What follows belongs to an exercise in optimizing a design on an open flow for small area, a short achievable clock period and few clock cycles per item; a production flow would make more cautious choices.
Only simulation tests tie the RTL to the original design; equivalence was not proved.
Power is estimated from default activity; no workload was simulated.

== v59 ==
## safe_stop_release_supervisor_top
module safe_stop_release_supervisor_top #(
    parameter int POS_BITS    = 20,
    parameter int STREAK_BITS = 16
) (
    input  logic                                clk,
    input  logic                                rst_n,
    input  logic [1:0]                          s_tuser,
    input  logic [ssrs_pkg::IN_DATA_W-1:0]      s_tdata,
    input  logic                                s_tvalid,
    output logic                                s_tready,
    output logic [ssrs_pkg::OUT_DATA_W-1:0]     m_tdata,
    output logic                                m_tvalid,
    input  logic                                m_tready,
    input  logic                                cfg_valid,
    output logic                                cfg_ready,
    input  logic [ssrs_pkg::CFG_IDX_W-1:0]      cfg_index,
    input  logic [ssrs_pkg::POS_W-1:0]          cfg_data
);
clock: 8.0 ns
lec_check: 0
abc_clock_period_in_ps: 2000
cap_margin: 20
core_margin: 2
core_utilization: 40
setup_slack_margin: 4.0
slew_margin: 20
run.sh (not shown) runs the stock make flow with config.mk's settings and CLKGATE_MAP_FILE= SYNTH_SCRIPT=/design/flow/synth_recipe.tcl, a recipe that flattens the netlist after the stock synthesis.
Testbench counts of v59, summed over its fixed seeds: cycles 24,176, items 23,331.
The following lists how v11 was set up differently from v59:
-- flow/config.mk --
<<< v59, line 12
export SETUP_SLACK_MARGIN = 4.0
>>> v11, line 12
export SETUP_SLACK_MARGIN = 5
==> summary.txt <==
Number of combinational gates with multiple inputs across v59 and v11: no real change.
v59 → v11: sum of overflow across all layers after global routing shows no meaningful change; global-route usage shows an increase of 2.2 points; share of the clock period used by the worst path after layout shows a reduction of 2.0 points; sequential power share shows a reduction of 1.1 points.
Between v11 and v59, it is v11 whose combinational power is higher, by about 28%.
Against v59, final clock skew in v11 came out better.
v11 vs v59: first-iteration DRC count up by more than 10%
Compared with v59, in v11 combinational power share up 3.6 points; fmax up 9.8 MHz.
The inputs of v16 differ from those of v11 as listed below.
-- flow/config.mk --
<<< v11, line 12
export SETUP_SLACK_MARGIN = 5
>>> v16, line 12
export SETUP_SLACK_MARGIN = 4.2
- Between v11 and v16, proportion of power drawn by flip-flops and latches is higher for v16, v11 comes in under that.
- Slack of the worst reg-to-reg path sits lower in v16 than in v11.
- Part of the cycle the worst path needs (higher): v16
- | wire length | v16 vs v11 | better |
- Reported for v11 and v16, adder-cell share of the synthesized area turned out identical to the last digit.
- v11 → v16: fmax went down by about 1.4%, relative area of non-clock buffer cells in the final design went down by 3.6 points, post-detailed-placement half-perimeter wirelength went down by about 3%, number of cells in the finished layout apart from fillers went down by about 4%.
- Est. power | v16 vs v11 | v16 lower
- Final area (higher): v11

---

safe_stop_release_supervisor_top again, from the RTL that the note above started with.
Design safe_stop_release_supervisor_top, start of the top module:
module safe_stop_release_supervisor_top #(
    parameter int POS_BITS    = 20,
    parameter int STREAK_BITS = 16
) (
    input  logic                                clk,
    input  logic                                rst_n,
    input  logic [1:0]                          s_tuser,
    input  logic [ssrs_pkg::IN_DATA_W-1:0]      s_tdata,
    input  logic                                s_tvalid,
    output logic                                s_tready,
    output logic [ssrs_pkg::OUT_DATA_W-1:0]     m_tdata,
    output logic                                m_tvalid,
    input  logic                                m_tready,
    input  logic                                cfg_valid,
    output logic                                cfg_ready,
    input  logic [ssrs_pkg::CFG_IDX_W-1:0]      cfg_index,
    input  logic [ssrs_pkg::POS_W-1:0]          cfg_data
);
    localparam logic [19:0] CUT = 20'b1111_1111_1111_1111_1110;
    localparam int F_X   = 0;
    localparam int F_EV  = 1;
    localparam int F_AV  = 2;    
    localparam int F_CAN = 3;    
    localparam int F_CS  = 4;    
    localparam int F_NEG = 6;    
    localparam int FW    = 7;
    logic advance;         
    logic out_valid;
    logic skid_valid;
    logic rdy_q;           
    assign advance   = !skid_valid;
    assign s_tready  = rdy_q;
    assign cfg_ready = 1'b1;
    logic [3:0]  cfg_we;
    logic [19:0] track_len;
    logic [19:0] pass_margin;
    logic [15:0] stop_speed;
    logic [7:0]  confirm;
    always_comb
        for (int i = 0; i < 4; i++)
            cfg_we[i] = cfg_valid && (cfg_index == 8'(i));
    always_ff @(posedge clk or negedge rst_n)
    begin
        if (!rst_n)
        begin
  ...
make LEC_CHECK=0 ABC_CLOCK_PERIOD_IN_PS=2000 CAP_MARGIN=20 CORE_MARGIN=2 CORE_UTILIZATION=35 SETUP_SLACK_MARGIN=3.8 SLEW_MARGIN=20 finish   # period 8.0 ns
The baseline completed without violations.
Testbench counts at the start, summed over its fixed seeds: cycles 24,176, items 23,331.
Change:
- CORE_UTILIZATION: 35 -> 40
- SETUP_SLACK_MARGIN: 3.8 -> 3.9
Result: Sequential share of layout area stays flat; final cell count came out lower by 2.7%; worst setup slack is better by 29 ps; maximum frequency came out higher by 0.72%; non-clock buffer count came out higher by 7; cell area hardly moves; total power came out lower by 0.37%; worst hold slack is worse by 10 ps; wire length came out lower by 1.9%; clock power came out lower by about 1%.

---

Setup of before:
safe_stop_release_supervisor_top again, from the RTL that the note above started with.
Settings: LEC_CHECK=0, ABC_CLOCK_PERIOD_IN_PS=2000, CAP_MARGIN=20, CORE_MARGIN=2, CORE_UTILIZATION=32, SETUP_SLACK_MARGIN=3.9, SLEW_MARGIN=20; clock period 8.0 ns.
before | stages: all done | timing, DRC, antenna: all pass
Testbench counts of before, summed over its fixed seeds: cycles 24,176, items 23,331.
Inputs modified between before and after:
- CORE_UTILIZATION changed from 32 to 40
- SETUP_SLACK_MARGIN changed from 3.9 to 3.5
==> comparison <==
Comparing wire length per cell after detailed routing for before and after, the bigger number came from after. Going from before to after, number of tap cells added at floorplan shrank by more than 10%. Between after and before, it is after whose fraction of power consumed by combinational cells is lower, by 0.8 points. Final non-filler cell total: before and after compared, higher one is before. Going from before to after, fraction of the cycle the final worst path needs grows by 2.7 points.

[what the ideal ports hide]
The flow's constraints put no driver on any port. The routed layouts listed below were extracted and timed again, unchanged, in two steps.
Step 1 sets driving cells, clkbuf_16 on the clock port and buf_2 on the other inputs (assumed; they add their load-dependent delay and slew).
Step 2, shift: input delay + t, output delay - t, t = (earliest + latest rising clock arrival at the registers) / 2. This alone moves slack from input paths to output paths.
a / b / c = no drivers / after step 1 / after step 2; a / b = the first two.
| run | t, ns | slack for setup (ns) | latest minus earliest clock arrival (ns) |
|---|---|---|---|
| v59 | 0.756 | 3.863 / 3.863 / 3.830 | 0.038 / 0.038 |
| v11 | 0.746 | 4.024 / 4.024 / 4.024 | 0.026 / 0.025 |
| v16 | 0.750 | 3.966 / 3.966 / 3.773 | 0.038 / 0.037 |
| the first run of note 2 | 0.734 | 3.894 / 3.894 / 3.778 | 0.026 / 0.027 |
| the second run of note 2 | 0.741 | 3.923 / 3.923 / 3.829 | 0.036 / 0.036 |
| before | 0.761 | 3.915 / 3.915 / 3.700 | 0.083 / 0.084 |
| after | 0.748 | 3.697 / 3.697 / 3.697 | 0.076 / 0.076 |
After both steps every run listed still meets setup and hold. The setup slack of before, which loses most, moves by 0.000 ns with the drivers and by -0.215 ns with both steps.
